From an optimization exercise on the open Yosys and OpenROAD flow, aimed at small area and a short achievable clock period; shortcuts taken in it are not production practice. At most, simulation tests tie the RTL to the original design; equivalence was not proved. For runs 4 and 5, only the layout was checked, not whether the RTL still works. Power figures rest on the tool's default switching activity, not on a simulated workload.

**flow/config.mk**
```make
export PLATFORM = sky130hd
export DESIGN_NAME = csr_unit
export DESIGN_NICKNAME = csr_unit
export VERILOG_FILES = /design/flow/design.v
export SDC_FILE = /design/flow/constraint.sdc
export NUM_CORES = 4
export LEC_CHECK = 0
export ABC_CLOCK_PERIOD_IN_PS = 2400
export CAP_MARGIN = 20
export CORE_MARGIN = 2
export CORE_UTILIZATION = 40
export SETUP_SLACK_MARGIN = 1.8
export SLEW_MARGIN = 20
```
**flow/constraint.sdc**
```tcl
create_clock -name core_clock -period 4.2 [get_ports {clk}]
set_input_delay 0.8400 -clock core_clock [delete_from_list [all_inputs] [get_ports {clk}]]
set_output_delay 0.8400 -clock core_clock [all_outputs]
set_load 0.01 [all_outputs]
```
**flow/design.v**
```verilog
`timescale 1ns/100ps
package csr_pkg;
    typedef enum logic [1:0] {
        csr_op_rw = 2'b01,
        csr_op_rs = 2'b10,
        csr_op_rc = 2'b11
    } csr_op_e;
    typedef enum logic [1:0] {
        priv_user    = 2'b00,
        priv_machine = 2'b11
    } priv_e;
    typedef enum logic [4:0] {
        csr_sel_none,
        csr_sel_mstatus,
        csr_sel_misa,
        csr_sel_mtvec,
        csr_sel_mscratch,
        csr_sel_mepc,
        csr_sel_mcause,
        csr_sel_mhartid,
        csr_sel_mcycle,
        csr_sel_mcycleh,
        csr_sel_minstret,
        csr_sel_minstreth,
        csr_sel_cycle,
        csr_sel_cycleh,
        csr_sel_instret,
        csr_sel_instreth
    } csr_sel_e;
    typedef struct packed {
        logic [18:0] zero_hi;
        logic [1:0]  mpp;
        logic [2:0]  zero_mid;
        logic        mpie;
        logic [2:0]  zero_lo2;
        logic        mie;
        logic [2:0]  zero_lo;
    } mstatus_t;
endpackage
`timescale 1ns/100ps
module csr_unit (
    input  logic                      clk,
    input  logic                      rst,
    input  logic                      new_request,
    input  logic [12-1:0]    csr_addr,
    input  logic [1:0]                csr_op,
    input  logic [32-1:0]      rs1,
    input  logic                      read_regs,
    input  logic                      commit,
    input  logic                      exception_valid,
    input  logic [4-1:0]   exception_code,
    input  logic [32-1:0]      exception_pc,
    input  logic                      mret,
    input  logic                      instruction_complete,
    output logic                      csr_exception,
    output logic [32-1:0]      wb_csr,
    output logic [32-1:0]      trap_pc,
    output logic [32-1:0]      csr_mepc,
    output logic [1:0]                current_privilege
);
    logic        pm;
    logic        mie, mpie;
    logic [1:0]  mpp;
    logic [31:2] mtvec;
    logic [31:2] mepc;
    logic [31:0] mcause;
    logic [31:0] mscratch;
    logic [63:0] mcycle;
    logic [63:0] minstret;
    logic        instret_inc;
    logic [11:0] a;
    assign a = csr_addr;
    logic is_m3, is_ctr, is_ctr_m;
    logic h_mstatus, h_misa, h_mtvec, h_mscratch, h_mepc, h_mcause, h_mhartid;
    logic h_cyc_lo, h_cyc_hi, h_ins_lo, h_ins_hi;
    logic implemented, legal;
    assign is_m3      = a[11:8] == 4'h3;
    assign h_mstatus  = is_m3 && a[7:0] == 8'h00;
    assign h_misa     = is_m3 && a[7:0] == 8'h01;
    assign h_mtvec    = is_m3 && a[7:0] == 8'h05;
    assign h_mscratch = is_m3 && a[7:0] == 8'h40;
    assign h_mepc     = is_m3 && a[7:0] == 8'h41;
    assign h_mcause   = is_m3 && a[7:0] == 8'h42;
    assign h_mhartid  = a == 12'hF14;
    assign is_ctr     = (a[11:8] == 4'hB || a[11:8] == 4'hC) && a[6:2] == 5'd0 && !a[0];
    assign is_ctr_m   = is_ctr && !a[10];
    assign h_cyc_lo   = is_ctr && !a[7] && !a[1];
    assign h_cyc_hi   = is_ctr &&  a[7] && !a[1];
    assign h_ins_lo   = is_ctr && !a[7] &&  a[1];
    assign h_ins_hi   = is_ctr &&  a[7] &&  a[1];
    assign implemented = h_mstatus || h_misa || h_mtvec || h_mscratch || h_mepc ||
                         h_mcause || h_mhartid || is_ctr;
    assign legal = implemented && (pm || a[9:8] == 2'b00);
    assign csr_exception = new_request && !legal;
    logic [31:0] wd, wdr;
    always_comb begin
        case (csr_op)
            2'b10:   wd = wb_csr | rs1;
            2'b11:   wd = wb_csr & ~rs1;
            default: wd = rs1;
        endcase
    end
    assign wdr = wd & {32{!rst}};
    logic wm;
    logic we_mstatus, we_mtvec, we_mscratch, we_mepc, we_mcause;
    logic we_cyc_lo, we_cyc_hi, we_ins_lo, we_ins_hi;
    assign wm          = commit && pm;
    assign we_mstatus  = wm && h_mstatus;
    assign we_mtvec    = wm && h_mtvec;
    assign we_mscratch = wm && h_mscratch;
    assign we_mepc     = wm && h_mepc;
    assign we_mcause   = wm && h_mcause;
    assign we_cyc_lo   = wm && is_ctr_m && !a[7] && !a[1];
    assign we_cyc_hi   = wm && is_ctr_m &&  a[7] && !a[1];
    assign we_ins_lo   = wm && is_ctr_m && !a[7] &&  a[1];
    assign we_ins_hi   = wm && is_ctr_m &&  a[7] &&  a[1];
    always_ff @(posedge clk) begin
        if (rst) begin
            pm   <= 1'b1;
            mie  <= 1'b0;
            mpie <= 1'b0;
            mpp  <= 2'b11;
        end else if (exception_valid) begin
            pm   <= 1'b1;
            mpie <= mie;
            mie  <= 1'b0;
            mpp  <= {pm, pm};
        end else if (mret) begin
            pm   <= mpp == 2'b11;
            mie  <= mpie;
            mpie <= 1'b1;
            mpp  <= 2'b00;
        end else if (we_mstatus) begin
            mie  <= wd[3];
            mpie <= wd[7];
            mpp  <= wd[12:11];
        end
    end
    always_ff @(posedge clk) begin
        if (rst || we_mtvec)
            mtvec <= wdr[31:2];
        if (rst || we_mscratch)
            mscratch <= wdr;
        if (rst || exception_valid || we_mepc)
            mepc <= (exception_valid ? exception_pc[31:2] : wd[31:2]) & {30{!rst}};
        if (rst || exception_valid || we_mcause)
            mcause <= (exception_valid ? {28'd0, exception_code} : wd) & {32{!rst}};
    end
    logic [63:0] cyc_nx, ins_nx;
    assign cyc_nx = mcycle + {63'd0, !(we_cyc_lo || we_cyc_hi)};
    assign ins_nx = minstret + {63'd0, instret_inc && !(we_ins_lo || we_ins_hi)};
    always_ff @(posedge clk) begin
        instret_inc <= instruction_complete && !rst;
        mcycle[31:0]    <= (rst || we_cyc_lo) ? wdr : cyc_nx[31:0];
        mcycle[63:32]   <= (rst || we_cyc_hi) ? wdr : cyc_nx[63:32];
        minstret[31:0]  <= (rst || we_ins_lo) ? wdr : ins_nx[31:0];
        minstret[63:32] <= (rst || we_ins_hi) ? wdr : ins_nx[63:32];
    end
    logic        rd;
    logic [31:0] rdata;
    assign rd = read_regs && !rst;
    always_comb begin
        rdata = '0;
        if (rd && h_mstatus)  rdata = rdata | {19'd0, mpp, 3'd0, mpie, 3'd0, mie, 3'd0};
        if (rd && h_misa)     rdata = rdata | 32'h4000_0100;
        if (rd && h_mtvec)    rdata = rdata | {mtvec, 2'b00};
        if (rd && h_mscratch) rdata = rdata | mscratch;
        if (rd && h_mepc)     rdata = rdata | {mepc, 2'b00};
        if (rd && h_mcause)   rdata = rdata | mcause;
        if (rd && h_cyc_lo)   rdata = rdata | mcycle[31:0];
        if (rd && h_cyc_hi)   rdata = rdata | mcycle[63:32];
        if (rd && h_ins_lo)   rdata = rdata | minstret[31:0];
        if (rd && h_ins_hi)   rdata = rdata | minstret[63:32];
    end
    always_ff @(posedge clk)
        wb_csr <= rdata;
    assign trap_pc           = {mtvec, 2'b00};
    assign csr_mepc          = {mepc, 2'b00};
    assign current_privilege = {pm, pm};
endmodule
```
**flow/run.sh**
```bash
#!/bin/bash
# synth_recipe.tcl (not shown) runs the flow's synth.tcl, then flattens the netlist and writes it again
# the make line also repeats each setting of config.mk as NAME=value (left out here)
make -C /OpenROAD-flow-scripts/flow DESIGN_CONFIG=/design/flow/config.mk WORK_HOME=/design/flow/orfs CLKGATE_MAP_FILE= SYNTH_SCRIPT=/design/flow/synth_recipe.tcl finish
```
==> results of run 1 <==
-- routing by layer --
| metal | up-vias | wire length, µm | track usage |
|---|---|---|---|
| li1 | 5969 | - | - |
| met1 | 6660 | 22480 | 0.3967 |
| met2 | 712 | 24990 | 0.4538 |
| met3 | 126 | 5684 | 0.06190 |
| met4 | 2 | 2242 | 0.09615 |
| met5 | - | 13 | 0 |
-- through the flow --
stage	util	cells	hold slack, ns	setup slack, ns	total power, mW
3_3_place_gp	0.4880	2072	0.4144	0.07499	3.718
4_1_cts	0.5550	2201	0.4359	0.8381	6.603
3_5_place_dp	0.4880	2072	0.4192	0.07363	3.726
2_1_floorplan	-	1467	0.4081	0.7454	3.395
6_report	0.5823	2234	0.4351	0.9167	6.618
5_1_grt	0.5822	2233	0.4563	0.8414	6.784
-- synth_stat cells (5+ instances only) --
library cell | instances | area (µm²)
nor2_1 | 115 | 431.7
nand2b_1 | 6 | 37.54
a222oi_1 | 29 | 290.3
nand3b_1 | 5 | 37.54
o22ai_1 | 51 | 319.1
nand3_1 | 75 | 375.4
and4_1 | 10 | 87.58
inv_1 | 46 | 172.7
a211oi_1 | 15 | 112.6
clkbuf_1 | 66 | 247.7
dfxtp_1 | 166 | 3323
nor3_1 | 51 | 255.2
xor2_1 | 44 | 385.4
buf_4 | 6 | 45.04
a22oi_1 | 31 | 232.7
or4_1 | 6 | 45.04
and3_1 | 21 | 131.4
nand4_1 | 37 | 231.5
xnor2_1 | 77 | 674.4
a21o_1 | 29 | 217.7
or3_1 | 8 | 50.05
nor2b_1 | 5 | 31.28
o21ai_0 | 83 | 415.4
buf_1 | 10 | 37.54
and2_1 | 6 | 37.54
a21oi_1 | 25 | 125.1
edfxtp_1 | 124 | 3724
nand2_1 | 204 | 765.7
mux4_2 | 31 | 698.2
nor4_1 | 19 | 118.9
-- layout make-up --
cell class / count / share of cell area
well taps: 461 / 0.02799
clock buffers: 38 / 0.04086
diodes: 1 / 0.0001214
clock inverters: 19 / 0.01044
multi-input cells: 1041 / 0.3870
flip-flops and latches: 290 / 0.3420
inverters: 46 / 0.008378
repair buffers: 338 / 0.1833
-- critical path, cell delays in order --
cell,delay [ns]
buf_6,0.09
or4_4,0.55
buf_6,0.15
buf_4,0.15
a211oi_4,0.25
nor4_2,0.09
o21a_1,0.18
buf_2,0.13
-- kinds of logic after synthesis --
kind of cell	after synthesis
mux	35
simple gates	596
xor+xnor	121
compound gates	280
buf+inv	137
fa+ha+maj	4
other cells	1
flops	290
-- flip-flops by register name, indices dropped and copies added (netlist names) --
register,cells
mpp,2
mscratch,32
mcause,32
mcycle,64
mepc,30
mtvec,30
wb_csr,32
mie,1
instret_inc,1
minstret,64
mpie,1
pm,1
-- what timing repair did --
item	4_1_cts	5_1_grt
pin swaps	65	88
resized for setup	161	154
endpoints found under the hold margin	0	0
setup endpoints to repair	295	308
cloned	15	3
buffers inserted	57	29
-- report_power, final --
group	internal [mW]	switching, mW
clock network	1.67	1.20
registers	3.06	0.0597
logic	0.293	0.335
total	5.02	1.59
-- worst min path at each step --
stage / start / endpoint / slack [ns] / cells after the start
6_report: mcause[1]$_DFFE_PP_ / wb_csr[1]$_DFF_P_ / 0.44 / 2
5_1_grt: mcause[1]$_DFFE_PP_ / wb_csr[1]$_DFF_P_ / 0.46 / 2
4_1_cts: mcause[1]$_DFFE_PP_ / wb_csr[1]$_DFF_P_ / 0.44 / 2
3_5_place_dp: mcause[1]$_DFFE_PP_ / wb_csr[1]$_DFF_P_ / 0.42 / 2
3_3_place_gp: mcause[1]$_DFFE_PP_ / wb_csr[1]$_DFF_P_ / 0.41 / 2
2_1_floorplan: mcause[0]$_DFFE_PP_ / wb_csr[0]$_DFF_P_ / 0.41 / 2
==> flow_summary.yaml, run 1 <==
global_route:
  grt_pass1_wl_um: 80650
  grt_max_degree: 45
  first_global_vias: 12890
  antenna_found_initial: 2
  gr-total-overflow: 0
  track_usage: 0.2888
floorplanning:
  pin_count: 189
  core.rowCount: 69
  die_area_um2: 37300
  initial_core_util: 0.4042
  fp.coreArea_um2: 35400
  fp.dieH_um: 193.1
  die_w_um: 193.1
synth:
  synth_top_family_by_area: "simple AND/OR/NAND/NOR gates"
  async_reset_ff_frac: 0
  synth-xor-area-share: 0.07406
  synth_compound_gate_area_share: 0.1319
  ys_seq_elements: 290
  synth_edf_count: 124
  postSynthCellCount: 1464
  syn_area_um2: 14310
  synth.area.mux_share: 0.05273
  ys.flop_type: "dfxtp_1"
  synth_seq_area_share: 0.4925
  synthSimpleGateAreaFrac: 0.2041
  yosysUniqueCellTypes: 65
  syn_area_per_cell_um2: 9.774
  yosys.area_share.adder: 0.003498
  ys_warn_count: 1
route:
  wl_per_cell_um: 24.80
  first_iter_violations: 1561
  first_pass_iters: 6
  num_vias: 13470
  ant_nets: 0
  drc: 0
  routed_wirelength_um: 55410
  vias_per_cell: 6.029
setup_path:
  reg2reg_depth: 13
  crit_start: "csr_addr[4]"
  endpoint: "csr_exception"
  start_kind: "input port"
  path_class: "input port to primary output"
  rrSetupSlack_ns: 1.12
  cp_max_fo: 4
  r2r_start: "pm$_SDFFE_PP1P_"
  crit_required_ns: 3.36
  critPathArrivalTime_ns: 2.44
  endpoint_kind: "primary output"
  r2r-end: "minstret[62]$_DFF_P_"
sta:
  fmax_mhz: 304.6
  maxSlewHeadroom: 0.3434
  post-route-period-util: 0.7817
  fin_crit_ns: 3.283
  skew_ns: 0.01223
  rsz0062_at_grt: "yes"
  setup_viol: 0
  tightest_slew_ns: 0.9848
  finalMaxSlewViolations: 0
  finalHoldViolations: 0
  tns_ns: 0
power_and_ir_drop:
  ir_worst_vdd_uv: 290.3
  pwr_density_cell_nw_per_um2: 321.1
  p_leak_nw: 8.008
clock_network:
  cts_sinks: 290
  h-tree-depth: 1
  ctsRootBufferMaster: "clkbuf_16"
  cts_buffer_depth: 3
  cts_hold_buf: 0
  clk_transition_reported_paths_ns: 0.06
  clock_latency_ns: 0.57
  cts_tree: "done"
  cts_buffers: 31
final_layout:
  seqCellArea_um2: 7048
  postLayoutCellArea_um2: 20610
  fin_nets: 1842
  area_growth_pct: 44.04
  drive_above_1_share: 0.2619
  multiInputGateArea_um2: 7975
  mostFrequentLayoutCell: "nand2_1"
  final.fill_count: 2924
  layout_common_cells: "nand2_1, dfxtp_1, clkdlybuf4s50_1, edfxtp_1, nor2_1"
place:
  port_buffers: 182
  gp_congestion: 0.9410
  hpwl_um: 35830
  dpl-instance-area_um2: 17270
outcome:
  status: "complete, no violations"
min_path:
  hold_class: "flip-flop to flip-flop"
run:
  max-cap-violations: 0
==> run 2: changes to the inputs <==
--- a/flow/config.mk
+++ b/flow/config.mk
@@ -7,3 +7,3 @@
 export LEC_CHECK = 0
-export ABC_CLOCK_PERIOD_IN_PS = 2400
+export ABC_CLOCK_PERIOD_IN_PS = 3000
 export CAP_MARGIN = 20
@@ -11,3 +11,3 @@
 export CORE_UTILIZATION = 40
-export SETUP_SLACK_MARGIN = 1.8
+export SETUP_SLACK_MARGIN = 1.2
 export SLEW_MARGIN = 20
==> flow_summary.yaml, run 2 <==
min_path:
  min_path_cells: 2
  hold_class: "flip-flop to flip-flop"
  hold-path-endpoint: "wb_csr[0]$_DFF_P_"
  min-delay-start: "mcause[0]$_DFFE_PP_"
final_layout:
  area_growth_pct: 31.44
  mostFrequentLayoutCell: "nand2_1"
  postLayoutCellArea_um2: 18810
  drive_above_1_share: 0.1865
  fin_nets: 1781
  final_util: 0.5314
  stdcell_count: 2172
  reg_top3: "mcycle: 64 flops, minstret: 64 flops"
  final.fill_count: 3162
  layout_common_cells: "nand2_1, clkdlybuf4s50_1, dfxtp_1, edfxtp_1, nor2_1"
run:
  max-cap-violations: 0
setup_path:
  max_stage_delay_ns: 0.55
  cp_slowest_cell: "or4_4"
  path_cells: "buf_6, or4_4, buf_6, nor4_4, inv_1, a21oi_2, nor4_2, o21a_1, buf_2"
  r2r_start: "pm$_SDFFE_PP1P_"
  path_class: "input port to primary output"
  cp_max_fo: 3
  critPathArrivalTime_ns: 2.42
  reg2reg_depth: 13
  crit_top_cell: "buf_6"
  start_kind: "input port"
  r2r-end: "minstret[62]$_DFF_P_"
  rrSetupSlack_ns: 1.15
  crit_required_ns: 3.36
  endpoint_kind: "primary output"
sta:
  tightest_slew_ns: 1.133
  fin_crit_ns: 3.258
  finalHoldViolations: 0
  setup_viol: 0
  post-route-period-util: 0.7758
  fmax_mhz: 306.9
  skew_ns: 0.01391
  finalMaxSlewViolations: 0
  tns_ns: 0
  rsz0062_at_grt: "yes"
  maxSlewHeadroom: 0.2421
  fin_ws_ns: 0.9416
clock_network:
  cts_sinks: 290
  clk_transition_reported_paths_ns: 0.06
  cts_tree: "done"
  clock_latency_ns: 0.56
  cts_hold_buf: 0
  cts_buffers: 30
  cts_buffer_depth: 3
  ctsRootBufferMaster: "clkbuf_16"
  h-tree-depth: 1
synth:
  ys_warn_count: 1
  postSynthCellCount: 1464
  async_reset_ff_frac: 0
  yosysUniqueCellTypes: 65
  synth_seq_area_share: 0.4925
  yosys.area_share.adder: 0.003498
  yosysMostFrequentCell: "nand2_1"
  synth_top_area_frac: 0.2602
  yosysTopAreaCell: "edfxtp_1"
  yosys-top-cells-count: "nand2_1, dfxtp_1, edfxtp_1, nor2_1, o21ai_0"
  ys.flop_type: "dfxtp_1"
  synth_compound_gate_area_share: 0.1319
  synthSimpleGateAreaFrac: 0.2041
  synth.area.mux_share: 0.05273
  ys_seq_elements: 290
  syn_area_per_cell_um2: 9.774
  synth_edf_count: 124
  synth_top_family_by_area: "simple AND/OR/NAND/NOR gates"
  syn_area_um2: 14310
  synth_area_leaders: "edfxtp_1, dfxtp_1, nand2_1"
  synth-xor-area-share: 0.07406
floorplanning:
  die_area_um2: 37300
  core.rowCount: 69
  fp.dieH_um: 193.1
  fp.coreArea_um2: 35400
  die_w_um: 193.1
  pin_count: 189
  initial_core_util: 0.4042
power_and_ir_drop:
  p_leak_nw: 7.015
  pwr_density_cell_nw_per_um2: 336.1
  ir_worst_vdd_uv: 241.2
route:
  vias_per_cell: 5.944
  routed_wirelength_um: 51860
  first_iter_violations: 1646
  wl_per_cell_um: 23.88
  first_pass_iters: 8
  num_vias: 12910
  drc: 0
  ant_nets: 0
place:
  port_buffers: 182
  dpl-instance-area_um2: 17250
  gp_congestion: 0.9253
  dp_cells: 2077
  hpwl_um: 36130
  dpl_worst_slack_ns: 0.05374
global_route:
  grt_pass1_wl_um: 76520
  grt_max_degree: 45
  antenna_found_initial: 3
  first_global_vias: 12550
  gr-total-overflow: 0
  track_usage: 0.2745
outcome:
  status: "complete, no violations"
[run 2: cell counts after synthesis]
Identical to the previous run, type by type.
[run 2: layout make-up]
| cell class | instances | area (µm²) | share of cell area |
|---|---|---|---|
| Antenna cell | 1 | 2.502 | 0.0001330 |
| Tap cell | 461 | 576.8 | 0.03067 |
| Clock inverter | 17 | 131.4 | 0.006985 |
| Timing Repair Buffer | 278 | 2641 | 0.1404 |
| Clock buffer | 38 | 842.1 | 0.04477 |
| Sequential cell | 290 | 7047 | 0.3747 |
| Inverter | 46 | 172.7 | 0.009180 |
| Multi-Input combinational cell | 1041 | 7395 | 0.3932 |
[run 2: per-layer routing]
metal  vias to the layer above  track usage  part of all wire
met1                      6353       0.3894              0.42
met2                       645       0.4253              0.45
li1                       5828            -                 -
met5                         -            0           0.00019
met3                        82      0.05376              0.11
met4                         2      0.08100             0.026
[run 2: cells by family after synthesis]
family,after synthesis
simple gates,596
compound gates,280
xor+xnor,121
flops,290
mux,35
buf+inv,137
other cells,1
fa+ha+maj,4
[run 2: report_power, final]
group	internal [mW]	leakage, nW	total, mW	switching, mW
logic	0.248	3.92	0.558	0.310
clock network	1.53	0.494	2.64	1.11
registers	3.06	2.60	3.12	0.0591
[run 2: worst max-delay path, delay by kind of cell]
kind | cells | cell delay (ns)
and+or+nand+nor | 3 | 0.79
buffers and inverters | 4 | 0.46
AOI/OAI and AO/OA | 2 | 0.32
[run 2: worst max path at each step]
stage                            start                   end  slack [ns]  cells after the start
after global placement    csr_addr[10]  minstret[62]$_DFF_P_        0.08                     13
after global routing       csr_addr[5]         csr_exception        0.89                      9
after floorplan           csr_addr[10]  minstret[62]$_DFF_P_        0.73                     14
after detailed placement  csr_addr[10]  minstret[62]$_DFF_P_        0.05                     13
final                      csr_addr[5]         csr_exception        0.94                      9
after CTS                  csr_addr[2]         csr_exception        0.83                      9
[run 2: metrics by stage]
step	hold WS (ns)	power (mW)
global placement	0.4167	3.718
detailed placement	0.4245	3.722
CTS	0.4331	6.333
floorplan	0.4081	3.392
global route	0.4707	6.507
finish	0.4397	6.321
[run 2: timing repair]
| item | CTS | global route |
|---|---|---|
| buffers inserted | 28 | 10 |
| gates cloned | 1 | 0 |
| pin swaps | 29 | 45 |
| resized for setup | 70 | 38 |
| setup endpoints to repair | 135 | 82 |
==> run 3: changes to the inputs <==
--- a/flow/config.mk
+++ b/flow/config.mk
@@ -7,3 +7,2 @@
 export LEC_CHECK = 0
-export ABC_CLOCK_PERIOD_IN_PS = 3000
 export CAP_MARGIN = 20
@@ -11,3 +10,2 @@
 export CORE_UTILIZATION = 40
-export SETUP_SLACK_MARGIN = 1.2
 export SLEW_MARGIN = 20
==> flow_summary.yaml, run 3 <==
floorplanning:
  die_area_um2: 37300
  fp.coreArea_um2: 35400
  core.rowCount: 69
  initial_core_util: 0.4042
  fp.dieH_um: 193.1
  die_w_um: 193.1
  pin_count: 189
sta:
  finalHoldViolations: 0
  finalMaxSlewViolations: 0
  fin_crit_ns: 4.071
  skew_ns: 0.009873
  rsz0062_at_grt: "no"
  tightest_slew_ns: 1.028
  fmax_mhz: 245.7
  holdWs_ns: 0.4367
  setup_viol: 0
  fin_ws_ns: 0.1294
  post-route-period-util: 0.9692
  tns_ns: 0
  maxSlewHeadroom: 0.3122
synth:
  yosysTopAreaCell: "edfxtp_1"
  synth_edf_count: 124
  synth_top_area_frac: 0.2602
  synth_top_family_by_area: "simple AND/OR/NAND/NOR gates"
  synth-xor-area-share: 0.07406
  syn_area_um2: 14310
  synth.area.mux_share: 0.05273
  synth_area_leaders: "edfxtp_1, dfxtp_1, nand2_1"
  yosys-top-cells-count: "nand2_1, dfxtp_1, edfxtp_1, nor2_1, o21ai_0"
  ys_seq_elements: 290
  ys_warn_count: 1
  ys.flop_type: "dfxtp_1"
  yosysUniqueCellTypes: 65
  synth_compound_gate_area_share: 0.1319
  synthSimpleGateAreaFrac: 0.2041
  async_reset_ff_frac: 0
  syn_area_per_cell_um2: 9.774
  yosys.area_share.adder: 0.003498
  yosysMostFrequentCell: "nand2_1"
  postSynthCellCount: 1464
  synth_seq_area_share: 0.4925
setup_path:
  crit_start: "csr_addr[11]"
  crit_required_ns: 3.36
  cp_max_fo: 3
  path_class: "input port to primary output"
  critPathArrivalTime_ns: 3.23
  endpoint_kind: "primary output"
  start_kind: "input port"
  r2r_start: "pm$_SDFFE_PP1P_"
  rrSetupSlack_ns: 0.94
outcome:
  status: "complete, no violations"
final_layout:
  reg_top3: "mcycle: 64 flops, minstret: 64 flops"
  antenna_cells: 0
  fin_nets: 1754
  mostFrequentLayoutCell: "nand2_1"
  final.fill_count: 3256
  drive_above_1_share: 0.1164
  area_growth_pct: 26.18
  postLayoutCellArea_um2: 18050
  layout_common_cells: "nand2_1, clkdlybuf4s50_1, dfxtp_1, edfxtp_1, nor2_1"
place:
  hpwl_um: 35460
  dpl-instance-area_um2: 16960
  port_buffers: 182
  dpl_worst_slack_ns: 0.001306
  gp_congestion: 0.9372
power_and_ir_drop:
  switching_power_mw: 1.523
  pwr-share-clk: 0.443
  ir_worst_vdd_uv: 246.0
  p_leak_nw: 6.673
  power_frac_seq: 0.474
  pwr_density_cell_nw_per_um2: 364.9
  p_comb_frac: 0.083
  switching_share: 0.2311
  intPower_mw: 5.065
route:
  first_iter_violations: 1314
  wl_per_cell_um: 23.26
  first_pass_iters: 8
  drc: 0
  vias_per_cell: 5.895
  num_vias: 12650
  ant_nets: 0
  routed_wirelength_um: 49890
clock_network:
  h-tree-depth: 1
  cts_sinks: 290
  cts_buffer_depth: 3
  cts_hold_buf: 0
  cts_tree: "done"
  ctsRootBufferMaster: "clkbuf_16"
  clk_transition_reported_paths_ns: 0.06
  clock_latency_ns: 0.56
  cts_buffers: 31
global_route:
  track_usage: 0.2644
  grt_max_degree: 45
  grt_pass1_wl_um: 74260
  antenna_found_initial: 0
  gr-total-overflow: 0
  first_global_vias: 12080
min_path:
  hold_class: "flip-flop to flip-flop"
  min-delay-start: "mcause[0]$_DFFE_PP_"
run:
  max-cap-violations: 0
run 3: routing by layer:
metal  vias up  GRT usage  part of all wire
li1       5768          -                 -
met1      6187     0.3703              0.43
met2       623     0.4141              0.45
met3        67    0.06154              0.10
met4         0    0.06469             0.020
met5         -          0                 0
run 3: cells by family (layout without fill, tap and decap cells):
group | Yosys count | count (layout)
AND/OR/NAND/NOR | 596 | 596
flip-flops | 290 | 290
AO/OA/AOI/OAI | 280 | 280
buffers and inverters | 137 | 354
XOR/XNOR | 121 | 121
multiplexers | 35 | 35
adder cells (fa/ha/maj) | 4 | 4
other | 1 | 4
run 3: power groups by stage:
stage / clock network, mW / registers, mW / logic (mW)
final: 2.92 / 3.12 / 0.545
after detailed placement: 0 / 3.18 / 0.540
after floorplan: 0 / 3.19 / 0.192
after global routing: 3.06 / 3.13 / 0.582
after CTS: 2.95 / 3.12 / 0.542
after global placement: 0 / 3.18 / 0.537
run 3: final cells by class:
type / count / area, µm² / share of cell area
Clock buffer: 37 / 818.3 / 0.04532
Clock inverter: 20 / 266.5 / 0.01476
Inverter: 46 / 172.7 / 0.009563
Multi-Input combinational cell: 1040 / 6766 / 0.3748
Sequential cell: 290 / 7047 / 0.3903
Tap cell: 461 / 576.8 / 0.03195
Timing Repair Buffer: 251 / 2407 / 0.1333
run 3: path summary, 6_finish.rpt:
| path | end | cells past startpoint |
|---|---|---|
| hold reg to reg | wb_csr[0]$_DFF_P_ | 2 |
| hold / removal | wb_csr[0]$_DFF_P_ | 2 |
| setup / recovery | csr_exception | 8 |
| setup reg to reg | minstret[56]$_DFF_P_ | 13 |
run 3: worst max-delay path, cell delays in order:
cell and delay [ns]:
clkdlybuf4s50_1 0.47, or3b_4 0.41, buf_4 0.16, or4_1 0.46, a21oi_1 0.16, nor4_1 0.07
o21a_1 0.18, clkdlybuf4s50_1 0.47
run 3: repair_timing:
| item | CTS | global route |
|---|---|---|
| hold endpoints to repair | 0 | 0 |
| setup endpoints to repair | 0 | 1 |
| gates resized for setup | 0 | 3 |
| setup buffers | 0 | 0 |
run 3: through the flow:
stage / total power, mW / util / std cells
final: 6.587 / 0.5101 / 2145
after global routing: 6.771 / 0.5101 / 2145
after CTS: 6.611 / 0.5097 / 2145
after detailed placement: 3.723 / 0.4791 / 2088
after global placement: 3.717 / 0.4791 / 2088
after floorplan: 3.384 / - / 1467
==> run 4: changes to the inputs <==
--- a/flow/design.v
+++ b/flow/design.v
@@ -40,2 +40,30 @@
 `timescale 1ns/100ps
+module csr_illegal (
+    input  logic [11:0] a,
+    input  logic        new_request,
+    input  logic        pm,
+    output logic        illegal
+);
+    logic low_m3, ctr_low, legal;
+    assign low_m3  = !a[7] && !a[5] && !a[4] && !a[3] &&
+                     (a[6] ? (!a[2] && !(a[1] && a[0])) : (!a[1] && (!a[2] || a[0])));
+    assign ctr_low = a[6:2] == 5'd0 && !a[0];
+    assign legal = (pm && a[11:8] == 4'h3 && low_m3) ||
+                   (pm && a == 12'hF14) ||
+                   (pm && a[11:8] == 4'hB && ctr_low) ||
+                   (a[11:8] == 4'hC && ctr_low);
+    assign illegal = new_request && !legal;
+endmodule
+`timescale 1ns/100ps
+module csr_ctr_prefix (
+    input  logic [63:0] q,
+    output logic [63:0] p
+);
+    always_comb begin
+        p[0] = 1'b1;
+        for (int i = 1; i < 64; i++)
+            p[i] = p[i-1] & q[i-1];
+    end
+endmodule
+`timescale 1ns/100ps
 module csr_unit (
@@ -75,3 +103,2 @@
     logic h_cyc_lo, h_cyc_hi, h_ins_lo, h_ins_hi;
-    logic implemented, legal;
     assign is_m3      = a[11:8] == 4'h3;
@@ -90,6 +117,8 @@
     assign h_ins_hi   = is_ctr &&  a[7] &&  a[1];
-    assign implemented = h_mstatus || h_misa || h_mtvec || h_mscratch || h_mepc ||
-                         h_mcause || h_mhartid || is_ctr;
-    assign legal = implemented && (pm || a[9:8] == 2'b00);
-    assign csr_exception = new_request && !legal;
+    csr_illegal illegal_i (
+        .a           (a),
+        .new_request (new_request),
+        .pm          (pm),
+        .illegal     (csr_exception)
+    );
     logic [31:0] wd, wdr;
@@ -148,5 +177,10 @@
     end
-    logic [63:0] cyc_nx, ins_nx;
-    assign cyc_nx = mcycle + {63'd0, !(we_cyc_lo || we_cyc_hi)};
-    assign ins_nx = minstret + {63'd0, instret_inc && !(we_ins_lo || we_ins_hi)};
+    logic [63:0] cyc_p, ins_p, cyc_nx, ins_nx;
+    logic        cyc_en, ins_en;
+    csr_ctr_prefix cyc_prefix_i (.q(mcycle),   .p(cyc_p));
+    csr_ctr_prefix ins_prefix_i (.q(minstret), .p(ins_p));
+    assign cyc_en = !(we_cyc_lo || we_cyc_hi);
+    assign ins_en = instret_inc && !(we_ins_lo || we_ins_hi);
+    assign cyc_nx = mcycle ^ (cyc_p & {64{cyc_en}});
+    assign ins_nx = minstret ^ (ins_p & {64{ins_en}});
     always_ff @(posedge clk) begin
--- a/flow/config.mk
+++ b/flow/config.mk
@@ -7,2 +7,3 @@
 export LEC_CHECK = 0
+export ABC_CLOCK_PERIOD_IN_PS = 1500
 export CAP_MARGIN = 20
@@ -10,2 +11,4 @@
 export CORE_UTILIZATION = 40
+export SETUP_SLACK_MARGIN = 1.7
 export SLEW_MARGIN = 20
+export SYNTH_HIERARCHICAL = 1
==> flow_summary.yaml, run 4 <==
floorplanning:
  fp.dieH_um: 199.6
  die_w_um: 199.6
  core.rowCount: 71
  pin_count: 189
  die_area_um2: 39830
  fp.coreArea_um2: 37670
  initial_core_util: 0.4062
setup_path:
  r2r_start: "minstret[0]$_DFF_P_"
  max_stage_delay_ns: 0.46
  timing.critical_path.buf_inv: 2
  cp_max_fo: 2
  endpoint: "csr_exception"
  crit_required_ns: 3.36
  critPathArrivalTime_ns: 2.03
  path_delay_family: "simple AND/OR/NAND/NOR gates"
  crit_cells: 6
  cp_slowest_cell: "or4b_4"
  rrSetupSlack_ns: 1.81
  path_cells: "buf_8, and4bb_1, or4b_4, o22ai_2, a211oi_2, buf_2"
  endpoint_kind: "primary output"
  crit_start: "csr_addr[7]"
  reg2reg_depth: 9
  start_kind: "input port"
  path_class: "input port to primary output"
  r2r-end: "minstret[45]$_DFF_P_"
outcome:
  status: "complete, no violations"
clock_network:
  clk_transition_reported_paths_ns: 0.06
  ctsRootBufferMaster: "clkbuf_16"
  cts_buffer_depth: 3
  cts_sinks: 290
  cts_tree: "done"
  h-tree-depth: 2
  clock_latency_ns: 0.52
  cts_buffers: 34
sta:
  fin_crit_ns: 2.871
  post-route-period-util: 0.6835
  tns_ns: 0
  rsz0062_at_grt: "yes"
  setup_viol: 0
  tightest_slew_ns: 0.9839
  maxSlewHeadroom: 0.3417
  holdWs_ns: 0.4495
  skew_ns: 0.02280
  finalHoldViolations: 0
  fmax_mhz: 348.4
  finalMaxSlewViolations: 0
synth:
  ys_warn_count: 8
  synth_edf_count: 124
  postSynthCellCount: 1623
  async_reset_ff_frac: 0
  ys.flop_type: "dfxtp_1"
  syn_area_per_cell_um2: 9.427
  syn_area_um2: 15300
  synth_seq_area_share: 0.4606
  synth_area_leaders: "edfxtp_1, dfxtp_1, xor2_1"
  yosysUniqueCellTypes: 66
  yosysTopAreaCell: "edfxtp_1"
  yosysMostFrequentCell: "dfxtp_1"
  yosys-top-cells-count: "dfxtp_1, nand2_1, o22ai_1, xor2_1, edfxtp_1"
  synth_top_area_frac: 0.2434
  ys_seq_elements: 290
route:
  first_iter_violations: 1306
  ant_nets: 0
  first_pass_iters: 5
  drc: 0
  vias_per_cell: 5.887
  num_vias: 13560
  wl_per_cell_um: 22.11
  routed_wirelength_um: 50930
global_route:
  grt_max_degree: 65
  first_global_vias: 12540
  grt_pass1_wl_um: 75440
  gr-total-overflow: 0
  track_usage: 0.2456
  antenna_found_initial: 1
power_and_ir_drop:
  total_power_mw: 6.860
  pwr_density_cell_nw_per_um2: 360.9
  ir_worst_vdd_uv: 286.6
  p_leak_nw: 6.973
final_layout:
  reg_top3: "mcycle: 64 flops, minstret: 64 flops"
  area_growth_pct: 24.25
  fin_nets: 1857
  layout_common_cells: "clkdlybuf4s50_1, o22ai_1, dfxtp_1, nand2_1, xor2_1"
  mostFrequentLayoutCell: "clkdlybuf4s50_1"
  drive_above_1_share: 0.1173
run:
  max-cap-violations: 0
place:
  port_buffers: 182
  hpwl_um: 33670
  gp_congestion: 0.8511
min_path:
  min_path_cells: 1
  hold_class: "flip-flop to flip-flop"
run 4: metrics by stage:
stage | instances | utilization | setup slack (ns) | instance area, µm²
2_1_floorplan | 1626 | - | 1.327 | 15360
3_3_place_gp | 2223 | 0.4632 | 0.4648 | 17450
3_5_place_dp | 2223 | 0.4632 | 0.4751 | 17450
4_1_cts | 2287 | 0.4970 | 1.343 | 18720
5_1_grt | 2302 | 0.5046 | 1.291 | 19010
6_report | 2303 | 0.5047 | 1.329 | 19010
run 4: worst min path at each step:
stage,slack (ns),from,to
2_1_floorplan,0.43,mcause[29]$_DFFE_PP_,wb_csr[29]$_DFF_P_
3_3_place_gp,0.43,mcause[26]$_DFFE_PP_,wb_csr[26]$_DFF_P_
3_5_place_dp,0.44,mcause[5]$_DFFE_PP_,wb_csr[5]$_DFF_P_
4_1_cts,0.44,mcause[16]$_DFFE_PP_,wb_csr[16]$_DFF_P_
5_1_grt,0.46,mcause[5]$_DFFE_PP_,wb_csr[5]$_DFF_P_
6_report,0.45,mcause[16]$_DFFE_PP_,wb_csr[16]$_DFF_P_
run 4: kinds of logic (layout without fill, tap and decap cells):
logic type             after synthesis  after routing  share of synthesized area
AO/OA/AOI/OAI                      471            471                     0.2019
XOR/XNOR                           128            128                    0.07327
buffers and inverters              200            363                    0.06183
flip-flops                         290            290                     0.4606
multiplexers                        68             68                    0.04449
other                                3              7                  0.0007360
AND/OR/NAND/NOR                    463            465                     0.1572
run 4: per-layer routing:
| metal | global-route usage | share of wire | up-vias |
|---|---|---|---|
| met1 | 0.3564 | 0.45 | 6654 |
| met4 | 0.05679 | 0.016 | 0 |
| met2 | 0.3798 | 0.45 | 565 |
| met5 | 0 | 0 | - |
| li1 | - | - | 6285 |
| met3 | 0.04304 | 0.087 | 53 |
run 4: repair_timing:
action,in CTS,in global routing
pin swaps,6,17
endpoints found under the setup margin,389,179
gates cloned,1,2
setup buffers,3,13
resized for setup,59,49
hold buffers,0,0
run 4: area by class of cell:
cell class              instances  area [µm²]
diodes                          1       2.502
clock buffers                  43       947.2
clock inverters                17       217.7
fillers                      3480       18660
inverters                      64       244.0
multi-input cells            1138        7590
flip-flops and latches        290        7059
well taps                     511       639.4
repair buffers                239        2310
run 4: modules after synthesis, one instance, submodules excluded:
module | cells | flops+latches
csr_illegal | 16 | 0
csr_ctr_prefix | 130 | 0
csr_unit | 1347 | 290
run 4: power by group:
part,switching [mW],internal [mW]
Sequential,0.0634,3.06
Combinational,0.354,0.264
Clock,1.20,1.91
run 4: worst reg2reg max path, delay by kind of cell (launching register included):
kind / cells / cell delay (ns)
AO/OA/AOI/OAI: 2 / 0.26
flip-flops: 1 / 0.42
buffers and inverters: 2 / 0.45
AND/OR/NAND/NOR: 4 / 0.97
XOR/XNOR: 1 / 0.17
==> run 5: changes to the inputs <==
--- a/flow/config.mk
+++ b/flow/config.mk
@@ -7,3 +7,3 @@
 export LEC_CHECK = 0
-export ABC_CLOCK_PERIOD_IN_PS = 1500
+export ABC_CLOCK_PERIOD_IN_PS = 600
 export CAP_MARGIN = 20
==> flow_summary.yaml, run 5 <==
final_layout:
  final.fill_count: 3480
  area_growth_pct: 24.25
  multiInputGateArea_um2: 7590
  fin_nets: 1857
  mostFrequentLayoutCell: "clkdlybuf4s50_1"
  layout_common_cells: "clkdlybuf4s50_1, o22ai_1, dfxtp_1, nand2_1, xor2_1"
  drive_above_1_share: 0.1173
  seqCellArea_um2: 7059
  reg_top3: "mcycle: 64 flops, minstret: 64 flops"
sta:
  finalMaxSlewViolations: 0
  tightest_slew_ns: 0.9839
  tns_ns: 0
  finalHoldViolations: 0
  post-route-period-util: 0.6835
  setup_viol: 0
  fin_crit_ns: 2.871
  rsz0062_at_grt: "yes"
  fmax_mhz: 348.4
  skew_ns: 0.02280
  maxSlewHeadroom: 0.3417
route:
  drc: 0
  first_iter_violations: 1306
  first_pass_iters: 5
  num_vias: 13560
  ant_nets: 0
  vias_per_cell: 5.887
  wl_per_cell_um: 22.11
  routed_wirelength_um: 50930
setup_path:
  path_class: "input port to primary output"
  path_cells: "buf_8, and4bb_1, or4b_4, o22ai_2, a211oi_2, buf_2"
  path_delay_family: "simple AND/OR/NAND/NOR gates"
  start_kind: "input port"
  cp_max_fo: 2
  cp_slowest_cell: "or4b_4"
  crit_required_ns: 3.36
  endpoint_kind: "primary output"
  critPathArrivalTime_ns: 2.03
  max_stage_delay_ns: 0.46
  timing.critical_path.buf_inv: 2
synth:
  ys_warn_count: 8
  synth_edf_count: 124
  ys_seq_elements: 290
  syn_area_per_cell_um2: 9.427
  postSynthCellCount: 1623
  yosys-top-cells-count: "dfxtp_1, nand2_1, o22ai_1, xor2_1, edfxtp_1"
  async_reset_ff_frac: 0
  synth_seq_area_share: 0.4606
  yosysUniqueCellTypes: 66
  synth_area_leaders: "edfxtp_1, dfxtp_1, xor2_1"
  syn_area_um2: 15300
  yosysTopAreaCell: "edfxtp_1"
  ys.flop_type: "dfxtp_1"
  synth_top_area_frac: 0.2434
  yosysMostFrequentCell: "dfxtp_1"
place:
  port_buffers: 182
  gp_congestion: 0.8511
  hpwl_um: 33670
clock_network:
  ctsRootBufferMaster: "clkbuf_16"
  h-tree-depth: 2
  cts_sinks: 290
  cts_buffers: 34
  clock_latency_ns: 0.52
  cts_hold_buf: 0
  cts_buffer_depth: 3
  clk_transition_reported_paths_ns: 0.06
  cts_tree: "done"
global_route:
  first_global_vias: 12540
  grt_pass1_wl_um: 75440
  gr-total-overflow: 0
  track_usage: 0.2456
  grt_max_degree: 65
  antenna_found_initial: 1
floorplanning:
  die_w_um: 199.6
  die_area_um2: 39830
  fp.dieH_um: 199.6
  core.rowCount: 71
  fp.coreArea_um2: 37670
  initial_core_util: 0.4062
  pin_count: 189
power_and_ir_drop:
  pwr_density_cell_nw_per_um2: 360.9
  total_power_mw: 6.860
  p_leak_nw: 6.973
  ir_worst_vdd_uv: 286.6
outcome:
  status: "complete, no violations"
run:
  max-cap-violations: 0
min_path:
  hold_class: "flip-flop to flip-flop"
## run 5: path summary, 6_finish.rpt
kind	start	end	slack (ns)	cells after the start
worst max-delay path	csr_addr[7]	csr_exception	1.33	6
worst min-delay path	mcause[16]$_DFFE_PP_	wb_csr[16]$_DFF_P_	0.45	1
worst max register to register	minstret[0]$_DFF_P_	minstret[45]$_DFF_P_	1.81	9
worst min register to register	mcause[16]$_DFFE_PP_	wb_csr[16]$_DFF_P_	0.45	1
## run 5: routing by layer
layer  up-vias  global-route usage  share of wire
li1       6285                   -              -
met1      6654              0.3564           0.45
met2       565              0.3798           0.45
met3        53             0.04304          0.087
met4         0             0.05679          0.016
met5         -                   0              0
## run 5: cells by family after synthesis
group / count (synthesis) / synth area share
compound gates: 471 / 0.2019
xor+xnor: 128 / 0.07327
buf+inv: 200 / 0.06183
flops: 290 / 0.4606
mux: 68 / 0.04449
other cells: 3 / 0.0007360
simple gates: 463 / 0.1572
## run 5: area by class of cell
class | count | share of cell area
diodes | 1 | 0.0001316
clock buffers | 43 | 0.04983
clock inverters | 17 | 0.01145
inverters | 64 | 0.01283
multi-input cells | 1138 | 0.3993
flip-flops and latches | 290 | 0.3714
well taps | 511 | 0.03363
repair buffers | 239 | 0.1215
## run 5: where the power goes
part | internal [mW] | total (mW) | switching (mW)
Combinational | 0.264 | 0.618 | 0.354
Clock | 1.91 | 3.11 | 1.20
Sequential | 3.06 | 3.13 | 0.0634
Total | 5.24 | 6.86 | 1.62
## run 5: repair_timing
item / CTS / global route
resized for setup: 59 / 49
setup endpoints to repair: 389 / 179
pin swaps: 6 / 17
gates cloned: 1 / 2
buffers inserted: 3 / 13
## run 5: modules after synthesis (local to each module, per instance)
module | cells inside | times used | area [µm²] | flops+latches
csr_unit | 1347 | 1 | 13780 | 290
csr_ctr_prefix | 130 | 2 | 703.2 | 0
csr_illegal | 16 | 1 | 112.6 | 0
## run 5: metrics by stage
step | hold WS (ns) | setup WS, ns | util | cells | instance area, µm²
6_report | 0.4495 | 1.329 | 0.5047 | 2303 | 19010
3_5_place_dp | 0.4350 | 0.4751 | 0.4632 | 2223 | 17450
4_1_cts | 0.4420 | 1.343 | 0.4970 | 2287 | 18720
2_1_floorplan | 0.4283 | 1.327 | - | 1626 | 15360
5_1_grt | 0.4646 | 1.291 | 0.5046 | 2302 | 19010
3_3_place_gp | 0.4332 | 0.4648 | 0.4632 | 2223 | 17450
==> run 6: changes to the inputs <==
--- a/flow/design.v
+++ b/flow/design.v
@@ -40,2 +40,32 @@
 `timescale 1ns/100ps
+module csr_g_nor2 (input logic a, b, output logic y);
+    assign y = !(a || b);
+endmodule
+module csr_g_nor3 (input logic a, b, c, output logic y);
+    assign y = !(a || b || c);
+endmodule
+module csr_g_nor3b (input logic a, b, cn, output logic y);
+    assign y = !(a || b || !cn);
+endmodule
+module csr_g_nor4bb (input logic a, b, cn, dn, output logic y);
+    assign y = !(a || b || !cn || !dn);
+endmodule
+module csr_g_and3b (input logic an, b, c, output logic y);
+    assign y = !an && b && c;
+endmodule
+module csr_g_and3 (input logic a, b, c, output logic y);
+    assign y = a && b && c;
+endmodule
+module csr_g_and4bb (input logic an, bn, c, d, output logic y);
+    assign y = !an && !bn && c && d;
+endmodule
+module csr_g_nor2b (input logic a, bn, output logic y);
+    assign y = !(a || !bn);
+endmodule
+module csr_g_nand3 (input logic a, b, c, output logic y);
+    assign y = !(a && b && c);
+endmodule
+module csr_g_nand4 (input logic a, b, c, d, output logic y);
+    assign y = !(a && b && c && d);
+endmodule
 module csr_illegal (
@@ -46,11 +76,26 @@
 );
-    logic low_m3, ctr_low, legal;
-    assign low_m3  = !a[7] && !a[5] && !a[4] && !a[3] &&
-                     (a[6] ? (!a[2] && !(a[1] && a[0])) : (!a[1] && (!a[2] || a[0])));
-    assign ctr_low = a[6:2] == 5'd0 && !a[0];
-    assign legal = (pm && a[11:8] == 4'h3 && low_m3) ||
-                   (pm && a == 12'hF14) ||
-                   (pm && a[11:8] == 4'hB && ctr_low) ||
-                   (a[11:8] == 4'hC && ctr_low);
-    assign illegal = new_request && !legal;
+    logic x, z543, z620, z_ab7, z21, m61, m620, h_f0, f_765, f_3142, h_b, h_c;
+    csr_g_and3   g_x     (.a(pm), .b(a[9]), .c(a[8]), .y(x));           
+    csr_g_nor3   g_z543  (.a(a[5]), .b(a[4]), .c(a[3]), .y(z543));
+    csr_g_nor3   g_z620  (.a(a[6]), .b(a[2]), .c(a[0]), .y(z620));
+    csr_g_nor3   g_zab7  (.a(a[11]), .b(a[10]), .c(a[7]), .y(z_ab7));
+    csr_g_nor2   g_z21   (.a(a[2]), .b(a[1]), .y(z21));
+    csr_g_nor3b  g_m61   (.a(a[6]), .b(a[1]), .cn(a[0]), .y(m61));      
+    csr_g_nor3b  g_m620  (.a(a[2]), .b(a[0]), .cn(a[6]), .y(m620));     
+    csr_g_and3b  g_hf0   (.an(a[0]), .b(a[11]), .c(a[10]), .y(h_f0));   
+    csr_g_nor3   g_f765  (.a(a[7]), .b(a[6]), .c(a[5]), .y(f_765));
+    csr_g_nor4bb g_f3142 (.a(a[3]), .b(a[1]), .cn(a[4]), .dn(a[2]), .y(f_3142));  
+    csr_g_nor2b  g_hb    (.a(a[10]), .bn(a[11]), .y(h_b));              
+    csr_g_and4bb g_hc    (.an(a[9]), .bn(a[8]), .c(a[11]), .d(a[10]), .y(h_c));  
+    logic n1a, n1b, n1c, n2, n3, n4;
+    csr_g_nand4 g_n1a (.a(x), .b(z_ab7), .c(z543), .d(z21),  .y(n1a));
+    csr_g_nand4 g_n1b (.a(x), .b(z_ab7), .c(z543), .d(m61),  .y(n1b));
+    csr_g_nand4 g_n1c (.a(x), .b(z_ab7), .c(z543), .d(m620), .y(n1c));
+    csr_g_nand4 g_n2  (.a(x), .b(h_f0),  .c(f_765), .d(f_3142), .y(n2));
+    csr_g_nand4 g_n3  (.a(x), .b(h_b),   .c(z543), .d(z620), .y(n3));
+    csr_g_nand3 g_n4  (.a(h_c), .b(z543), .c(z620), .y(n4));
+    logic u1, u2;
+    csr_g_nand3 g_u1 (.a(n1a), .b(n1b), .c(n1c), .y(u1));
+    csr_g_nand3 g_u2 (.a(n2),  .b(n3),  .c(n4),  .y(u2));
+    csr_g_nor3b g_ill (.a(u1), .b(u2), .cn(new_request), .y(illegal));
 endmodule
==> flow/flow/run.sh (new file) <==
#!/bin/bash
# Standard layout, with the port buffers inserted as buf_1 (the resizer sizes them up where timing needs it)
set -euo pipefail
export BUFFER_PORTS_ARGS="-buffer_cell sky130_fd_sc_hd__buf_1"
bash standard.sh finish > standard.log 2>&1
==> flow/standard.sh (new file) <==
#!/bin/bash
# synth_recipe.tcl (not shown) runs the flow's synth.tcl, then flattens the netlist and writes it again
# the make line also repeats each setting of config.mk as NAME=value (left out here)
make -C /OpenROAD-flow-scripts/flow DESIGN_CONFIG=/design/flow/config.mk WORK_HOME=/design/flow/orfs CLKGATE_MAP_FILE= SYNTH_SCRIPT=/design/flow/synth_recipe.tcl "${@:-finish}"
--- a/flow/config.mk
+++ b/flow/config.mk
@@ -7,3 +7,2 @@
 export LEC_CHECK = 0
-export ABC_CLOCK_PERIOD_IN_PS = 600
 export CAP_MARGIN = 20
@@ -11,3 +10,4 @@
 export CORE_UTILIZATION = 40
-export SETUP_SLACK_MARGIN = 1.7
+export CTS_BUF_LIST = sky130_fd_sc_hd__clkbuf_4 sky130_fd_sc_hd__clkbuf_8
+export SETUP_SLACK_MARGIN = 1.9
 export SLEW_MARGIN = 20
removed: flow/run.sh
==> flow_summary.yaml, run 6 <==
global_route:
  grt_pass1_wl_um: 76290
  antenna_found_initial: 1
  gr-total-overflow: 0
  track_usage: 0.2483
  first_global_vias: 12900
  grt_max_degree: 73
sta:
  post-route-period-util: 0.6197
  finalHoldViolations: 0
  tightest_slew_ns: 0.8116
  skew_ns: 0.01716
  maxSlewHeadroom: 0.4590
  rsz0062_at_grt: "yes"
  fmax_mhz: 384.2
  fin_crit_ns: 2.603
  setup_viol: 0
  tns_ns: 0
  finalMaxSlewViolations: 0
route:
  first_pass_iters: 8
  wl_per_cell_um: 22.14
  ant_nets: 0
  first_iter_violations: 1486
  vias_per_cell: 5.918
  met1_length_um: 22780
  num_vias: 14030
  top_layer_used: "met5"
  wl_met3_um: 4333
  wl_met2_um: 24220
  routed_wirelength_um: 52500
  drc: 0
synth:
  synth.area.mux_share: 0.04429
  ys_seq_elements: 290
  ys_warn_count: 8
  syn_area_um2: 15370
  synth_top_family_by_area: "compound AO/OA/AOI/OAI gates"
  postSynthCellCount: 1628
  ys.flop_type: "dfxtp_1"
  yosysUniqueCellTypes: 61
  synth_edf_count: 124
  synth_seq_area_share: 0.4585
  yosys-top-cells-count: "dfxtp_1, nand2_1, o22ai_1, xor2_1, edfxtp_1"
  synth_top_area_frac: 0.2423
  yosysMostFrequentCell: "dfxtp_1"
  synth_compound_gate_area_share: 0.1985
  syn_area_per_cell_um2: 9.440
  async_reset_ff_frac: 0
  synth-xor-area-share: 0.07295
  synthSimpleGateAreaFrac: 0.1635
  yosys.area_share.adder: 0
  yosysTopAreaCell: "edfxtp_1"
  synth_area_leaders: "edfxtp_1, dfxtp_1, xor2_1"
floorplanning:
  die_area_um2: 40010
  fp.coreArea_um2: 37760
  initial_core_util: 0.4071
  core.rowCount: 71
  die_w_um: 200.0
  fp.dieH_um: 200.0
  pin_count: 189
final_layout:
  drive_above_1_share: 0.1753
  fin_nets: 1913
  area_growth_pct: 21.35
  final_util: 0.4940
  layout_common_cells: "buf_1, nand2_1, o22ai_1, dfxtp_1, xor2_1"
  final.fill_count: 3491
  mostFrequentLayoutCell: "buf_1"
  antenna_cells: 0
  reg_top3: "mcycle: 64 flops, minstret: 64 flops"
setup_path:
  crit_required_ns: 3.36
  cp_max_fo: 5
  path_class: "input port to primary output"
  rrSetupSlack_ns: 1.80
  r2r_start: "minstret[50]$_DFF_P_"
  reg2reg_depth: 8
  endpoint_kind: "primary output"
  r2r-end: "minstret[62]$_DFF_P_"
  critPathArrivalTime_ns: 1.76
  start_kind: "input port"
place:
  hpwl_um: 33020
  gp_congestion: 0.8334
  port_buffers: 182
clock_network:
  h-tree-depth: 2
  cts_buffers: 47
  clk_transition_reported_paths_ns: 0.06
  cts_sinks: 290
  cts_buffer_depth: 3
  clock_latency_ns: 0.59
  cts_tree: "done"
  cts_hold_buf: 0
  ctsRootBufferMaster: "clkbuf_8"
outcome:
  status: "complete, no violations"
min_path:
  hold-path-endpoint: "wb_csr[28]$_DFF_P_"
  min-delay-start: "mcause[28]$_DFFE_PP_"
  hold_class: "flip-flop to flip-flop"
  min_path_cells: 1
power_and_ir_drop:
  pwr_density_cell_nw_per_um2: 337.5
  ir_worst_vdd_uv: 206.2
  p_leak_nw: 7.094
run:
  max-cap-violations: 0
-- run 6: changes by cell type in the layout (fill, tap and decap cells not counted), moves of 16 or more --
cell / change
buf_4: +23
dfxtp_2: +16
clkbuf_8: +49
dfxtp_1: -24
clkdlybuf4s50_1: -167
clkbuf_4: +21
buf_1: +169
clkbuf_16: -32
-- run 6: modules after synthesis (local to each module, per instance), a selection --
module        cells inside  cell area [µm²]  flip-flops and latches  copies in the design
csr_g_nor2b              1            13.76                       0                     1
csr_g_nor2               1            3.754                       0                     1
csr_g_nor4bb             1            12.51                       0                     1
csr_g_and3               1            6.256                       0                     1
csr_g_and4bb             1            12.51                       0                     1
csr_g_nor3b              1            12.51                       0                     3
csr_g_nand3              1            5.005                       0                     3
csr_g_and3b              1            8.758                       0                     1
csr_g_nor3               1            10.01                       0                     4
csr_unit              1347            13780                     290                     1
csr_g_nand4              1            6.256                       0                     5
-- run 6: worst max-delay path by stage --
stage / startpoint / to / slack, ns / cells after the start
6_report: csr_addr[0] / csr_exception / 1.60 / 8
5_1_grt: csr_addr[0] / csr_exception / 1.55 / 8
4_1_cts: csr_addr[0] / csr_exception / 1.59 / 7
3_5_place_dp: csr_addr[2] / mcycle[61]$_DFF_P_ / 0.74 / 8
3_3_place_gp: csr_addr[2] / mcycle[51]$_DFF_P_ / 0.81 / 8
2_1_floorplan: csr_addr[7] / mcause[0]$_DFFE_PP_ / 1.33 / 6
-- run 6: critical path: stages --
cell	delay, ns
clkbuf_16	0.13
buf_12	0.12
buf_6	0.10
nor3b_2	0.15
nand4_1	0.13
nand3_2	0.10
nor3b_2	0.04
buf_2	0.14
-- run 6: kinds of logic (layout without fill, tap and decap cells) --
family | Yosys count | in the layout
AOI/OAI and AO/OA | 466 | 467
xor gates and xnor gates | 128 | 128
buffers and inverters | 200 | 425
DFF | 290 | 290
muxes | 68 | 68
other | 3 | 6
and+or+nand+nor | 473 | 476
-- run 6: power by group --
part           switching, mW  leakage, nW  internal [mW]  total [mW]
Clock                   1.17        0.532           1.48        2.65
Sequential            0.0602         2.62           3.06        3.12
Combinational          0.360         3.95          0.164       0.524
-- run 6: metrics by stage --
| stage | area, µm² | hold WS [ns] | instances | total power [mW] | setup WS, ns |
|---|---|---|---|---|---|
| 4_1_cts | 17810 | 0.4496 | 2334 | 6.295 | 1.587 |
| 3_5_place_dp | 16370 | 0.4359 | 2227 | 3.654 | 0.7362 |
| 6_report | 18650 | 0.4500 | 2371 | 6.295 | 1.597 |
| 2_1_floorplan | 15440 | 0.4283 | 1631 | 3.450 | 1.327 |
| 5_1_grt | 18650 | 0.4559 | 2371 | 6.489 | 1.549 |
| 3_3_place_gp | 16370 | 0.4319 | 2227 | 3.645 | 0.8052 |
-- run 6: cell type report --
class | instances | area [µm²] | share of cell area
multi-input cells | 1145 | 7975 | 0.4276
flip-flops and latches | 290 | 7109 | 0.3812
repair buffers | 275 | 1682 | 0.09017
clock buffers | 71 | 852.1 | 0.04569
well taps | 511 | 639.4 | 0.03428
inverters | 64 | 240.2 | 0.01288
clock inverters | 15 | 151.4 | 0.008118
-- run 6: layer usage --
| metal | track usage | up-vias |
|---|---|---|
| met5 | 0 | - |
| met4 | 0.07215 | 2 |
| met3 | 0.04704 | 90 |
| met2 | 0.3958 | 645 |
| met1 | 0.3435 | 6871 |
| li1 | - | 6423 |
-- run 6: timing repair --
action	4_1_cts	5_1_grt
cloned	5	6
resized for setup	63	107
setup endpoints to repair	250	223
pin swaps	14	76
buffers inserted	16	31
==> run 7: changes to the inputs <==
--- a/flow/config.mk
+++ b/flow/config.mk
@@ -10,4 +10,5 @@
 export CORE_UTILIZATION = 40
-export CTS_BUF_LIST = sky130_fd_sc_hd__clkbuf_4 sky130_fd_sc_hd__clkbuf_8
-export SETUP_SLACK_MARGIN = 1.9
+export CTS_CLUSTER_DIAMETER = 100
+export CTS_CLUSTER_SIZE = 30
+export SETUP_SLACK_MARGIN = 2.0
 export SLEW_MARGIN = 20
==> flow_summary.yaml, run 7 <==
sta:
  fin_crit_ns: 2.562
  setup_viol: 0
  post-route-period-util: 0.6101
  fin_ws_ns: 1.638
  finalMaxSlewViolations: 0
  tightest_slew_ns: 0.8413
  fmax_mhz: 390.3
  tns_ns: 0
  skew_ns: 0.03616
  finalHoldViolations: 0
  rsz0062_at_grt: "yes"
  maxSlewHeadroom: 0.4378
route:
  first_pass_iters: 6
  wl_per_cell_um: 24.32
  vias_per_cell: 6.096
  routed_wirelength_um: 57710
  num_vias: 14470
  drc: 0
  first_iter_violations: 1680
  ant_nets: 0
final_layout:
  postLayoutCellArea_um2: 19670
  seqCellArea_um2: 7134
  area_growth_pct: 28.01
  antenna_cells: 0
  final_util: 0.5211
  drive_above_1_share: 0.2159
  mostFrequentLayoutCell: "buf_1"
  layout_common_cells: "buf_1, o22ai_1, nand2_1, xor2_1"
  final.fill_count: 3369
  multiInputGateArea_um2: 8584
  reg_top3: "mcycle: 64 flops, minstret: 64 flops"
  fin_nets: 1944
setup_path:
  reg2reg_depth: 10
  critPathArrivalTime_ns: 1.72
  cp_slowest_cell: "nor3b_2"
  path_cells: "clkbuf_16, buf_12, nor3b_2, nand4_1, nand3_1, nor3b_2, buf_2"
  path_class: "input port to primary output"
  max_stage_delay_ns: 0.18
  crit_top_cell: "nor3b_2"
  cp_max_fo: 5
  r2r-end: "mcycle[45]$_DFF_P_"
  start_kind: "input port"
  crit_required_ns: 3.36
  endpoint_kind: "primary output"
  r2r_start: "mcycle[3]$_DFF_P_"
  rrSetupSlack_ns: 1.88
outcome:
  status: "complete, no violations"
synth:
  ys_warn_count: 8
  synth_seq_area_share: 0.4585
  syn_area_um2: 15370
  async_reset_ff_frac: 0
  postSynthCellCount: 1628
  ys.flop_type: "dfxtp_1"
  synth_area_leaders: "edfxtp_1, dfxtp_1, xor2_1"
  synth_top_area_frac: 0.2423
  yosysMostFrequentCell: "dfxtp_1"
  synth_edf_count: 124
  ys_seq_elements: 290
  yosys-top-cells-count: "dfxtp_1, nand2_1, o22ai_1, xor2_1, edfxtp_1"
  syn_area_per_cell_um2: 9.440
  yosysTopAreaCell: "edfxtp_1"
  yosysUniqueCellTypes: 61
floorplanning:
  initial_core_util: 0.4071
  fp.coreArea_um2: 37760
  core.rowCount: 71
  die_w_um: 200.0
  pin_count: 189
  die_area_um2: 40010
  fp.dieH_um: 200.0
power_and_ir_drop:
  pwr_density_cell_nw_per_um2: 275.2
  p_leak_nw: 7.499
  total_power_mw: 5.414
  ir_worst_vdd_uv: 225.0
clock_network:
  cts_buffer_depth: 3
  h-tree-depth: 1
  clock_latency_ns: 0.53
  cts_sinks: 290
  cts_buffers: 14
  ctsRootBufferMaster: "clkbuf_16"
  clk_transition_reported_paths_ns: 0.12
  cts_tree: "done"
min_path:
  hold_class: "flip-flop to flip-flop"
  min-delay-start: "mcause[15]$_DFFE_PP_"
  min_path_cells: 1
  hold-path-endpoint: "wb_csr[15]$_DFF_P_"
run:
  max-cap-violations: 0
global_route:
  gr-total-overflow: 0
  antenna_found_initial: 0
  grt_max_degree: 72
  first_global_vias: 12790
  track_usage: 0.2558
  grt_pass1_wl_um: 78290
place:
  gp_congestion: 0.8583
  port_buffers: 182
  dpl_worst_slack_ns: 0.8203
  hpwl_um: 33250
  dpl-instance-area_um2: 16380
-- run 7: changes by cell type in the layout (fill, tap and decap cells not counted), sizes merged --
| cell | delta |
|---|---|
| buf | +55 |
| clkbuf | -45 |
| clkinv | -10 |
| bufinv | -3 |
| nand2 | +3 |
| bufbuf | +2 |
| inv | +1 |
| nand4 | +1 |
| o2111ai | -1 |
| or2 | -1 |
-- run 7: power breakdown --
| group | internal, mW | total (mW) | switching [mW] |
|---|---|---|---|
| clock network | 0.699 | 1.69 | 0.988 |
| registers | 3.05 | 3.13 | 0.0728 |
| logic | 0.208 | 0.600 | 0.392 |
| total | 3.96 | 5.41 | 1.45 |
-- run 7: worst max-delay path by stage --
stage,from,end,cells past startpoint
4_1_cts,csr_addr[0],csr_exception,7
3_5_place_dp,csr_addr[5],mcycle[57]$_DFF_P_,8
3_3_place_gp,csr_addr[5],mcycle[47]$_DFF_P_,8
2_1_floorplan,csr_addr[7],mcause[0]$_DFFE_PP_,6
6_report,csr_addr[0],csr_exception,7
5_1_grt,csr_addr[1],csr_exception,7
-- run 7: per-module statistics from Yosys (local to each module, per instance), a selection --
module          times used  cells inside  flip-flops and latches
csr_g_nor2               1             1                       0
csr_g_and4bb             1             1                       0
csr_g_and3b              1             1                       0
csr_g_nor2b              1             1                       0
csr_ctr_prefix           2           130                       0
csr_g_and3               1             1                       0
csr_g_nand3              3             1                       0
-- run 7: area by class of cell --
class | count | area share
timing repair buffer | 337 | 0.1336
sequential | 290 | 0.3626
clock buffer | 21 | 0.02022
clock inverter | 3 | 0.002289
inverter | 64 | 0.01240
multi-input combinational | 1147 | 0.4363
tap | 511 | 0.03250
-- run 7: cell families (layout without fill, tap and decap cells) --
group	Yosys count	in the layout	share of synthesized area
AND/OR/NAND/NOR	473	479	0.1635
AO/OA/AOI/OAI	466	466	0.1985
flip-flops	290	290	0.4585
buffers and inverters	200	425	0.06155
XOR/XNOR	128	128	0.07295
multiplexers	68	68	0.04429
other	3	6	0.0007327
-- run 7: worst max-delay path: cells and delay by family --
kind	cells	cell delay, ns
and+or+nand+nor	4	0.50
buffers and inverters	3	0.39
-- run 7: per-layer routing --
metal  routed length, µm  GRT usage  vias to the layer above  share of wire
li1                    -          -                     6466              -
met2               26660     0.4160                      789           0.46
met4                2203    0.08203                        0          0.038
met5                   0          0                        -              0
met1               23300     0.3505                     7088           0.40
met3                5546    0.03797                      122          0.096
-- run 7: through the flow --
stage / std cells / hold slack (ns)
global placement: 2222 / 0.4321
global route: 2373 / 0.4696
CTS: 2308 / 0.4665
detailed placement: 2222 / 0.4396
floorplan: 1631 / 0.4283
finish: 2373 / 0.4572
-- run 7: timing repair --
item                       in CTS  in global routing
gates resized for setup       143                211
hold buffers                    0                  0
gates cloned                   12                 14
buffers inserted               50                 51
setup endpoints to repair     350                234
pin swaps                      32                142

afterwards: timing with drivers on the ports:
How much do the figures lean on ideal ports? The routed layouts below were timed once more, with nothing changed but the port constraints. Step 1 sets driving cells, clkbuf_16 on the clock port and buf_2 on the other inputs (assumed; they add their load-dependent delay and slew). Step 2 adds t to the input delays and takes it off the output delays; t is the mean of the earliest and latest rising clock arrival at the registers after step 1. Input paths then give back, and output paths get back, about the clock's delay inside the block. Slacks: ideal / step 1 / step 2; pairs: ideal / step 1.
run	shift t [ns]	setup WS [ns]	worst hold slack (ns)	worst setup path at the end
run 1	0.613	0.917 / 0.885 / 0.334	0.435 / 0.435 / 0.435	input to register
run 2	0.601	0.942 / 0.911 / 0.445	0.440 / 0.440 / 0.440	input to register
run 3	0.609	0.129 / 0.103 / -0.032	0.437 / 0.437 / 0.437	input to register
run 4	0.559	1.329 / 1.289 / 1.145	0.450 / 0.450 / 0.450	input to register
run 5	0.559	1.329 / 1.289 / 1.145	0.450 / 0.450 / 0.450	input to register
run 6	0.633	1.597 / 1.552 / 1.275	0.450 / 0.429 / 0.450	input to register
run 7	0.566	1.638 / 1.597 / 1.284	0.457 / 0.457 / 0.457	input to register
With both steps, setup timing fails in run 3, where it was met with ideal ports. For run 1, which loses most, drivers alone change the setup slack by -0.032 ns; drivers and shift together by -0.583 ns.
